This design comes from an exercise in tuning for small area on the open sky130 flow, not from production work.
Function was checked by simulation only, so behaviour that the tests miss may differ from the original.
Power and IR drop assume default switching activity.

==> design.v <==
`timescale 1ns/100ps
package arm_isa_pkg;
    typedef logic [31:0] word_t;
    typedef logic [3:0]  reg_idx_t;
    typedef logic [10:0] pc_t;       
    localparam reg_idx_t LR_IDX = 4'd14;     
    typedef enum logic [2:0] {
        ADD = 3'd0,      
        SUB = 3'd1,      
        RSB = 3'd2,      
        AND = 3'd3,
        ORR = 3'd4,
        EOR = 3'd5,
        MOV = 3'd6,      
        MVN = 3'd7       
    } alu_op_e;
    typedef enum logic [1:0] {
        LSL = 2'd0,
        LSR = 2'd1,
        ASR = 2'd2,
        ROR = 2'd3
    } shift_op_e;
    typedef struct packed {
        logic n;
        logic z;
        logic c;
        logic v;
    } flags_t;
endpackage
`timescale 1ns/100ps
package dp_ctrl_pkg;
    typedef enum logic [1:0] {
        FWD_RF         = 2'b00,
        FWD_ALU        = 2'b01,
        FWD_ZERO_OR_RF = 2'b10,
        FWD_ALT        = 2'b11      
    } fwd_sel_e;
    typedef enum logic [1:0] {
        PC_NEXT  = 2'b00,
        PC_ALU   = 2'b01,
        PC_START = 2'b10
    } pc_sel_e;
    typedef struct packed {
        logic     en;          
        logic [3:0] addr;
        logic     sel_lr;      
        logic     ldr_en;      
        logic [3:0] ldr_addr;
        logic [31:0] ldr_data;
        logic     en2;         
        logic [3:0] addr2;
    } rf_wr_t;
    typedef struct packed {
        logic    load;
        pc_sel_e sel;
        logic [10:0]     start;
    } pc_ctrl_t;
    typedef struct packed {
        logic [3:0] a_addr;
        logic [3:0] b_addr;
        logic [3:0] s_addr;
        logic [3:0] str_addr;
        fwd_sel_e sel_a_in;
        fwd_sel_e sel_b_in;
        fwd_sel_e sel_s_in;
        logic     en_a;
        logic     en_b;
        logic     en_s;
        logic     sel_s_reg;        
        logic [31:0] shift_imm;
        logic     zero_a;
        logic     sel_imm;          
        logic     sel_branch_imm;   
        logic [31:0] imm12;
        logic [31:0] imm24;
    } operand_ctrl_t;
    typedef struct packed {
        rf_wr_t        rf_wr;
        pc_ctrl_t      pc;
        operand_ctrl_t operands;
        logic [1:0]     shift_op;
        logic [2:0]       alu_op;
        logic          en_status;
        logic          status_rdy;
        logic          sel_post_index;   
    } dp_ctrl_t;
endpackage
`timescale 1ns/100ps
import arm_isa_pkg::*;
import dp_ctrl_pkg::*;
module regfile (
    input  logic     clk,
    input  logic     arst_n,
    input  arm_isa_pkg::word_t    y,           
    input  arm_isa_pkg::word_t    lr_in,
    input  logic     sel_lr,
    input  arm_isa_pkg::reg_idx_t w_addr1,
    input  logic     w_en1,
    input  arm_isa_pkg::reg_idx_t w_addr2,
    input  logic     w_en2,
    input  arm_isa_pkg::word_t    ldr_data,
    input  arm_isa_pkg::reg_idx_t ldr_addr,
    input  logic     ldr_en,
    input  arm_isa_pkg::reg_idx_t a_addr,
    input  arm_isa_pkg::reg_idx_t b_addr,
    input  arm_isa_pkg::reg_idx_t s_addr,
    input  arm_isa_pkg::reg_idx_t str_addr,
    input  logic     a_en,       
    input  logic     b_en,
    input  logic     s_en,
    output arm_isa_pkg::word_t    a_data,
    output arm_isa_pkg::word_t    b_data,
    output logic [4:0]            s_data,
    output arm_isa_pkg::word_t    str_data
);
    arm_isa_pkg::word_t regs [16];
    logic [15:0] valid;
    logic [15:0] wl, wy, hold;
    logic        wlr;        
    always_comb begin
        for (int i = 0; i < 16; i++) begin
            logic w1, w2;
            w1      = w_en1 & (sel_lr ? (i == 14) : (w_addr1 == 4'(i)));
            w2      = w_en2 & (w_addr2 == 4'(i));
            wl[i]   = ldr_en & (ldr_addr == 4'(i));
            wy[i]   = ~wl[i] & (w2 | (w1 & ~sel_lr));
            hold[i] = ~(wl[i] | w1 | w2);
        end
        wlr = ~wl[14] & ~(w_en2 & (w_addr2 == 4'd14)) & w_en1 & sel_lr;
    end
    always_ff @(posedge clk or negedge arst_n) begin
        if (!arst_n) valid <= '0;
        else         valid <= valid | ~hold;
    end
    always_ff @(posedge clk) begin
        for (int i = 0; i < 16; i++) begin
            if (i == 14)
                regs[i] <= ({32{wl[i]}} & ldr_data) | ({32{wy[i]}} & y) |
                           ({32{wlr}} & lr_in) | ({32{hold[i]}} & regs[i]);
            else
                regs[i] <= ({32{wl[i]}} & ldr_data) | ({32{wy[i]}} & y) |
                           ({32{hold[i]}} & regs[i]);
        end
    end
    logic [15:0] sa, sb, ss, st;
    always_comb begin
        for (int i = 0; i < 16; i++) begin
            sa[i] = a_en & valid[i] & (a_addr == 4'(i));
            sb[i] = b_en & valid[i] & (b_addr == 4'(i));
            ss[i] = s_en & valid[i] & (s_addr == 4'(i));
            st[i] = valid[i] & (str_addr == 4'(i));
        end
        a_data   = '0;
        b_data   = '0;
        s_data   = '0;
        str_data = '0;
        for (int i = 0; i < 16; i++) begin
            a_data   = a_data   | ({32{sa[i]}} & regs[i]);
            b_data   = b_data   | ({32{sb[i]}} & regs[i]);
            s_data   = s_data   | ({5{ss[i]}}  & regs[i][4:0]);
            str_data = str_data | ({32{st[i]}} & regs[i]);
        end
    end
endmodule
`timescale 1ns/100ps
import arm_isa_pkg::*;
module shifter (
    input  arm_isa_pkg::word_t     value,
    input  logic                   valid,     
    input  arm_isa_pkg::shift_op_e op,
    input  logic [4:0]             amount,
    input  logic                   sel_imm,   
    input  arm_isa_pkg::word_t     imm,
    output arm_isa_pkg::word_t     shifted
);
    logic [4:0]  amt;
    logic [31:0] rot;
    logic [31:0] keep_l;     
    logic [31:0] keep;
    logic        fill;
    assign amt = (op == LSL) ? (5'd0 - amount) : amount;
    assign rot = ({value, value} >> amt);
    always_comb begin
        for (int j = 0; j < 32; j++) keep_l[j] = (5'(j) >= amount);
        for (int j = 0; j < 32; j++) begin
            case (op)
                LSL:     keep[j] = keep_l[j];
                ROR:     keep[j] = 1'b1;
                default: keep[j] = keep_l[31 - j];
            endcase
        end
    end
    assign fill    = valid & (op == ASR) & value[31];
    assign shifted = ({32{sel_imm}} & imm)
                   | ({32{~sel_imm & valid}} & keep & rot)
                   | ({32{~sel_imm}} & ~keep & {32{fill}});
endmodule
`timescale 1ns/100ps
import arm_isa_pkg::*;
module alu (
    input  arm_isa_pkg::word_t   a,
    input  arm_isa_pkg::word_t   b,
    input  arm_isa_pkg::alu_op_e op,
    output arm_isa_pkg::word_t   y,
    output arm_isa_pkg::flags_t  flags
);
    arm_isa_pkg::word_t x, z, g, p, t, u;
    logic        sub, rsb, arith, cin;
    logic        c_t, c_g, c_o, c_z;
    logic [32:0] c;          
    logic [31:0] gg, pp;     
    assign sub   = (op == SUB);
    assign rsb   = (op == RSB);
    assign arith = (op == ADD) | sub | rsb;
    assign cin   = sub | rsb;
    assign x = a ^ {32{rsb}};
    assign z = b ^ {32{sub | (op == MVN)}};
    assign g = x & z;
    assign p = x ^ z;
    always_comb begin
        gg = g;
        pp = p;
        gg[0] = g[0] | (p[0] & cin);
        for (int l = 0; l < 5; l++)
            for (int i = 0; i < 32; i++)
                if ((i + 1) % (2 << l) == 0) begin
                    gg[i] = gg[i] | (pp[i] & gg[i - (1 << l)]);
                    pp[i] = pp[i] & pp[i - (1 << l)];
                end
        for (int l = 3; l >= 0; l--)
            for (int i = 0; i < 32; i++)
                if ((i + 1) % (2 << l) == (1 << l) && i >= (2 << l)) begin
                    gg[i] = gg[i] | (pp[i] & gg[i - (1 << l)]);
                    pp[i] = pp[i] & pp[i - (1 << l)];
                end
        c = {gg, cin};
    end
    assign c_t = arith | (op == EOR);
    assign c_g = (op == AND);
    assign c_o = (op == ORR);
    assign c_z = (op == MOV) | (op == MVN);
    assign t   = p ^ (c[31:0] & {32{arith}});
    assign u   = ({32{c_t}} & t) | (z & ({32{c_o | c_z}} | ({32{c_g}} & x))) | ({32{c_o}} & x);
    assign y   = u;
    assign flags.n = y[31];
    assign flags.z = (y == '0);
    assign flags.c = arith & c[32];
    assign flags.v = arith & (x[31] == z[31]) & (t[31] != x[31]);
endmodule
`timescale 1ns/100ps
import arm_isa_pkg::*;
import dp_ctrl_pkg::*;
module datapath (
    input  logic     clk,
    input  logic     arst_n,
    input  dp_ctrl_pkg::dp_ctrl_t ctrl,
    input  arm_isa_pkg::word_t    lr_in,
    output arm_isa_pkg::word_t    result,
    output arm_isa_pkg::word_t    status,
    output arm_isa_pkg::word_t    str_data,
    output arm_isa_pkg::pc_t      pc
);
    dp_ctrl_pkg::operand_ctrl_t op_ctrl;
    assign op_ctrl = ctrl.operands;
    arm_isa_pkg::word_t  a_data, b_data;
    logic [4:0]          s_data;
    arm_isa_pkg::word_t  a_in, b_in;
    logic [4:0]          s_in, s_next;
    arm_isa_pkg::word_t  a_reg, b_reg;
    logic [4:0]          s_reg;      
    logic                a_ok, b_ok;   
    arm_isa_pkg::pc_t    pc_q;
    arm_isa_pkg::word_t  shift_out, imm, val_a, val_b, alu_y;
    arm_isa_pkg::flags_t alu_flags, status_q;
    regfile u_regfile (
        .clk      (clk),
        .arst_n   (arst_n),
        .y        (alu_y),
        .lr_in    (lr_in),
        .sel_lr   (ctrl.rf_wr.sel_lr),
        .w_addr1  (ctrl.rf_wr.addr),
        .w_en1    (ctrl.rf_wr.en),
        .w_addr2  (ctrl.rf_wr.addr2),
        .w_en2    (ctrl.rf_wr.en2),
        .ldr_data (ctrl.rf_wr.ldr_data),
        .ldr_addr (ctrl.rf_wr.ldr_addr),
        .ldr_en   (ctrl.rf_wr.ldr_en),
        .a_addr   (op_ctrl.a_addr),
        .b_addr   (op_ctrl.b_addr),
        .s_addr   (op_ctrl.s_addr),
        .str_addr (op_ctrl.str_addr),
        .a_en     (op_ctrl.en_a & ~op_ctrl.sel_a_in[0]),
        .b_en     (op_ctrl.en_b & ~op_ctrl.sel_b_in[0]),
        .s_en     (~op_ctrl.sel_s_in[0]),
        .a_data   (a_data),
        .b_data   (b_data),
        .s_data   (s_data),
        .str_data (str_data)
    );
    assign a_in = a_data | ({32{op_ctrl.en_a & (op_ctrl.sel_a_in == FWD_ALU)}} & alu_y)
                         | ({32{op_ctrl.en_a & (op_ctrl.sel_a_in == FWD_ALT)}} & arm_isa_pkg::word_t'(pc_q))
                         | ({32{~op_ctrl.en_a}} & a_reg);
    assign b_in = b_data | ({32{op_ctrl.en_b & (op_ctrl.sel_b_in == FWD_ALU)}} & alu_y)
                         | ({32{op_ctrl.en_b & (op_ctrl.sel_b_in == FWD_ALT)}} & val_b)
                         | ({32{~op_ctrl.en_b}} & b_reg);
    assign s_in = s_data | ({5{op_ctrl.sel_s_in == FWD_ALU}} & alu_y[4:0]);
    assign s_next = op_ctrl.sel_s_reg ? s_in : op_ctrl.shift_imm[4:0];
    always_ff @(posedge clk or negedge arst_n) begin
        if (!arst_n) begin
            a_ok  <= 1'b0;
            b_ok  <= 1'b0;
            s_reg <= '0;
        end else begin
            if (op_ctrl.en_a) a_ok  <= 1'b1;
            if (op_ctrl.en_b) b_ok  <= 1'b1;
            if (op_ctrl.en_s) s_reg <= s_next;
        end
    end
    always_ff @(posedge clk) begin
        a_reg <= a_in;
        b_reg <= b_in;
    end
    shifter u_shifter (
        .value   (b_reg),
        .valid   (b_ok),
        .op      (arm_isa_pkg::shift_op_e'(ctrl.shift_op)),
        .amount  (s_reg),
        .sel_imm (op_ctrl.sel_imm),
        .imm     (imm),
        .shifted (shift_out)
    );
    assign imm   = op_ctrl.sel_branch_imm ? op_ctrl.imm24 : op_ctrl.imm12;
    assign val_a = (op_ctrl.zero_a | ~a_ok) ? '0 : a_reg;
    assign val_b = shift_out;
    alu u_alu (
        .a     (val_a),
        .b     (val_b),
        .op    (arm_isa_pkg::alu_op_e'(ctrl.alu_op)),
        .y     (alu_y),
        .flags (alu_flags)
    );
    always_ff @(posedge clk or negedge arst_n) begin
        if (!arst_n) begin
            pc_q <= '0;
        end else if (ctrl.pc.load) begin
            case (ctrl.pc.sel)
                PC_NEXT:  pc_q <= pc_q + 11'd1;
                PC_ALU:   pc_q <= alu_y[10:0];
                PC_START: pc_q <= ctrl.pc.start;
                default:  pc_q <= pc_q;
            endcase
        end
    end
    always_ff @(posedge clk or negedge arst_n) begin
        if (!arst_n) begin
            status_q <= '0;
        end else if (ctrl.en_status && ctrl.status_rdy) begin
            status_q <= alu_flags;
        end
    end
    assign pc     = pc_q;
    assign status = {status_q, 28'd0};
    assign result = ctrl.sel_post_index ? val_a : alu_y;
endmodule
`timescale 1ns/100ps
module arm_dp_top (
    input  logic         clk,
    input  logic         arst_n,
    input  logic [194:0] ctrl,
    input  logic [31:0]  lr_in,
    output logic [31:0]  result,
    output logic [31:0]  status,
    output logic [31:0]  str_data,
    output logic [10:0]  pc
);
    datapath u_datapath (
        .clk      (clk),
        .arst_n   (arst_n),
        .ctrl     (ctrl),
        .lr_in    (lr_in),
        .result   (result),
        .status   (status),
        .str_data (str_data),
        .pc       (pc)
    );
endmodule
==> flow/run.sh <==
#!/bin/bash
# Standard ORFS layout (the standard.sh), except:
#  - the combinational logic is mapped by an area-oriented ABC script
#    (registers are mapped exactly as in the standard synthesis, before ABC);
#  - port buffers use buf_1;
#  - CTS uses clkbuf_4 with small sink clusters and no dummy loads;
#  - gates with timing slack are downsized after global routing.
set -euo pipefail
W=$PWD
{
  head -1 synth_recipe.tcl
  cat <<EOF2
proc abc {args} {
  set i [lsearch -exact \$args -script]
  if {\$i >= 0} { set args [lreplace \$args [expr {\$i+1}] [expr {\$i+1}] $W/flow/area.script] }
  puts "area abc: \$args"
  yosys abc {*}\$args
}
EOF2
  tail -n +2 synth_recipe.tcl
} > $W/area_synth.tcl
bash standard.sh finish SYNTH_SCRIPT=$W/area_synth.tcl \
  BUFFER_PORTS_ARGS="-buffer_cell sky130_fd_sc_hd__buf_1" \
  RECOVER_POWER=100 \
  CTS_ARGS="-sink_clustering_enable -repair_clock_nets -buf_list sky130_fd_sc_hd__clkbuf_4 -sink_clustering_size 8 -sink_clustering_max_diameter 40 -dont_use_dummy_load" \
  > $W/make_finish.log 2>&1
==> flow/area.script <==
&get -n
&st
&dch -f
&nf -a -p -F 8 -A 6 -C 32
&put
topo
==> standard.sh <==
#!/bin/bash
# synth_recipe.tcl (not shown) runs the flow's synth.tcl, then flattens the netlist and writes it again
# the make line also repeats each setting of config.mk as NAME=value (left out here)
make -C /OpenROAD-flow-scripts/flow DESIGN_CONFIG=/design/flow/config.mk WORK_HOME=/design/flow/orfs CLKGATE_MAP_FILE= SYNTH_SCRIPT=/design/flow/synth_recipe.tcl "${@:-finish}"
==> config.mk <==
export PLATFORM = sky130hd
export DESIGN_NAME = arm_dp_top
export DESIGN_NICKNAME = arm_dp_top
export VERILOG_FILES = /design/flow/design.v
export SDC_FILE = /design/flow/constraint.sdc
export NUM_CORES = 4
export LEC_CHECK = 0
export CAP_MARGIN = 20
export CELL_PAD_IN_SITES_GLOBAL_PLACEMENT = 2
export CORE_MARGIN = 2
export CORE_UTILIZATION = 40
export PLACE_DENSITY = 0.5
export SLEW_MARGIN = 20
==> constraint.sdc <==
create_clock -name core_clock -period 12.0 [get_ports {clk}]
set_input_delay 2.4000 -clock core_clock [delete_from_list [all_inputs] [get_ports {clk}]]
set_output_delay 2.4000 -clock core_clock [all_outputs]
set_load 0.01 [all_outputs]
==> summary.md <==
| Metric | Value |
|---|---|
| RSZ-0062 raised after global routing | false |
| Area grow syn2layout | 14.13% |
| CTS max path bufs | 3 |
| Library cells used by synthesis | 62 |
| Hold Crit Class | reg -> reg |
| Reg clk slew, reported paths | 70 ps |
| Max cap viols | 23 |
| WL final | 258.3 mm |
| Floorplan row count | 109 |
| Post-synth ARST share | 6.189% |
| Seq/Total Area, Yosys | 34.76% |
| Power Dens Cells | 187.8 mW/mm² |
| Congestion Overflow GR | 0 |
| Antenna violations before repair | 20 |
| Period Utilization, post-route | 96.36% |
| DRT iter0 DRCs | 17090 |
| Max reg flops | 512 |
| Cts bufs inserted | 117 |
| Yosys top cell by area | dfxtp_1 |
| Least-Margin Pin Slew | 4769 ps |
| Vias | 48390 |
| Max IR drop VDD | 0.1160 mV |
| # IOs | 336 |
| WS Path Type | in -> out |
| Syn avg cell area | 9.016 µm² |
| Final Skew | 196.9 ps |
| Share of cells above drive strength 1 | 7.904% |
| Drt pass-1 iters | 22 |
| Max-slew headroom | -217.9% |
| Top cell type's share of synthesized area | 32.11% |
| Startpoint types | primary input |
| Die width | 303.6 µm |
| Setup_tns | 0 ps |
| Gr usage total | 52.95% |
| Placer Congestion | 1.013 |
| Setup-failing EPs final | 0 |
| Fin util | 46.23% |
| Drt wl/cell | 45.03 µm |
| Status | finished with violations |
| Layout violations | max-capacitance violations, max-slew violations |
| Top FF cell, synth | dfxtp_1 |
| Slew Limit Fails | 682 |
| Data arrival, critical path | 9160 ps |
| Number of port buffers | 280 |
| Cell Area, Synth | 0.03591 mm² |
| Vias/cell | 8.436 |
| #FFs+latches synth | 614 |
| Fmax | 86.48 MHz |
| CTS tree | done |
| Initial Util | 40.51% |
| First-pass GRT wire length | 346.8 mm |
| Pleak | 14.68 nW |
| H-tree depth | 3 |
| Total core area | 0.08865 mm² |
| Top cells by area, synth | dfxtp_1 (32%), a222oi_1 (25%), clkinv_1 (5.4%) |
| DRC violations left | 0 |
| Fin nets | 4817 |
| Post-CTS Hold Fix Bufs | 0 |
| DP HPWL | 144.5 mm |
| Die area | 0.09219 mm² |
| Root buffer cell | clkbuf_4 |
| CP Capture Type | primary output |
| Period minus WS final | 11560 ps |
| Die Span Y | 303.6 µm |
| Post-CTS Setup Bufs | 0 |
| Reg2reg setup slack | 3440 ps |
| CTS Sinks | 614 |
| Critical Path Max Stage Delay | 500 ps |
| Post-route ant nets | 0 |
| Largest net degree at the start of global routing | 65 |
| Critical path's slowest cell | mux4_2 |
| Number of synthesized flops with an enable pin | 0 |
| Cell count after synthesis | 3983 |
| Yosys warnings | 5 |
| Final Hold Vio Count | 0 |
| Vias in the first global route | 42730 |
| Req. time, crit path | 9600 ps |
| Critical path's most frequent cell | mux2_1 |
| Post-cts sizing count | 0 |
| Worst-path maximum fanout | 32 |
| Clk Latency, worst-skew pair | 1130 ps |
## worst max-delay path: cells and delay by family
kind | cells | cell delay (ps)
AOI/OAI and AO/OA | 8 | 2090
xor gates and xnor gates | 2 | 260
adders and majority gates | 2 | 600
buffers and inverters | 9 | 1750
muxes | 4 | 1540
and+or+nand+nor | 4 | 490
## power breakdown
part	leakage, nW	internal, mW	total [mW]	switching [mW]
clock	0.538	0.439	1.29	0.849
combinational	8.92	0.999	2.82	1.82
sequential	5.23	2.70	3.59	0.886
## metrics by stage
| step | cell area [µm²] | setup slack, ps | power, mW | hold WS [ps] | std cells |
|---|---|---|---|---|---|
| 3_3_place_gp | 40330 | 738.3 | 6.240 | 458.1 | 5590 |
| 3_5_place_dp | 40330 | 740.8 | 6.267 | 470.0 | 5590 |
| 4_1_cts | 41210 | 719.6 | 7.495 | 484.0 | 5707 |
| 5_1_grt | 40930 | 240.7 | 7.919 | 497.5 | 5712 |
| 2_1_floorplan | 36040 | 217.5 | 4.986 | 435.0 | 4010 |
| 6_report | 40990 | 437.1 | 7.696 | 489.2 | 5736 |
## cells by family (layout without fill, tap and decap cells)
| family | Yosys count | in the layout | synth area share [%] |
|---|---|---|---|
| compound gates | 1628 | 1628 | 38.68 |
| xor+xnor | 101 | 101 | 2.463 |
| fa+ha+maj | 44 | 44 | 1.533 |
| buf+inv | 540 | 1072 | 5.937 |
| flops | 614 | 614 | 34.76 |
| mux | 124 | 124 | 3.763 |
| other cells | 1 | 57 | 0.01044 |
| simple gates | 931 | 931 | 12.86 |
## cells in the final DEF, fill, tap and decap left out, types with 14 or more instances in the layout
master / instances
a222oi_1: 902
dfxtp_1: 576
clkinv_1: 512
nand2_1: 372
buf_1: 273
o21ai_0: 155
a22oi_1: 150
a21oi_1: 146
clkbuf_4: 118
nor2_1: 117
buf_4: 105
nand4_1: 91
mux2i_1: 90
xnor2_1: 70
clkbuf_1: 59
and4_1: 47
nand3_1: 44
ha_1: 44
and3_1: 39
nor2b_1: 38
dfrtp_1: 37
a22o_1: 35
o22ai_1: 32
a221oi_1: 32
diode_2: 29
xor2_1: 29
and3_2: 29
mux2_1: 28
conb_1: 28
nor2_4: 27
a31oi_1: 24
a211o_1: 23
or3_1: 22
a221o_1: 17
and3_4: 16
o221ai_1: 16
o221ai_2: 15
a211oi_1: 14
## synthesized netlist by cell type (6+ instances only)
cell       instances
dfxtp_1          576
nand4_1           91
o21ai_0          160
mux4_2             6
o221ai_1          31
xor2_1            29
a221oi_1          32
a221o_1           17
nor2_1           144
a211oi_1          14
nand3_1           44
nor2b_1           51
ha_1              44
nor3_1            16
a21oi_1          147
a22o_1            35
o21a_1             7
mux2_1            28
or3_1             22
a22oi_1          150
o211ai_1           6
or2_0              6
a31oi_1           24
a222oi_1         902
and4_1            47
nor3b_1           14
xnor2_1           72
o2111ai_1         10
mux2i_1           90
clkinv_1         512
and2_0            11
nand2_1          373
and3_1            84
nand2b_1          13
a211o_1           23
dfrtp_1           38
buf_4             28
o22ai_1           32
## layer usage
layer / up-vias / track usage, % / part of all wire (%)
met2: 5784 / 67.55 / 36
met4: 12 / 37.80 / 9.2
li1: 18220 / - / -
met5: - / 1.757 / 0.071
met3: 1605 / 27.92 / 19
met1: 22770 / 66.64 / 35
## final timing paths
check / from / end / depth (start not counted)
setup / recovery: ctrl[6] / result[30] / 29
hold / removal: u_datapath.u_regfile.regs[14][13] / u_datapath.u_regfile.regs[14][13] / 2
setup reg to reg: u_datapath.s_reg[0] / u_datapath.status_q[2] / 27
hold reg to reg: u_datapath.u_regfile.regs[14][13] / u_datapath.u_regfile.regs[14][13] / 2
max in group asynchronous: arst_n / u_datapath.s_reg[0] / 2
min in group asynchronous: arst_n / u_datapath.u_regfile.valid[9] / 2
## layout make-up
type / count / area (µm²)
well taps: 1165 / 1458
inverters: 512 / 1922
fillers: 8970 / 47660
multi-input cells: 2856 / 22070
flip-flops and latches: 614 / 12480
clock buffers: 117 / 878.3
repair buffers: 443 / 2097
diodes: 29 / 72.57

==> what the ideal ports hide <==
The results above use ideal ports. As a check the final layout listed here was re-extracted and re-timed, cells and wires unchanged. Step 1, drivers: a clkbuf_16 drives clk and a buf_2 each remaining input, both assumed. Step 2 also shifts input and output timing later by t, the mid clock arrival at the registers, as if the neighbouring blocks saw the same clock. a / b / c = ideal ports / drivers / drivers and shift; a / b = the first two.
shift t [ns]: 1.103
setup slack, ns: 0.437 / 0.410 / -0.371
hold slack, ns: 0.489 / 0.489 / 0.489
latest minus earliest clock arrival (ns): 0.196 / 0.197
worst slew at a driven data input, ns: 0.14
The setup slack of this run moves by -0.027 ns with the drivers and by -0.808 ns with both steps.
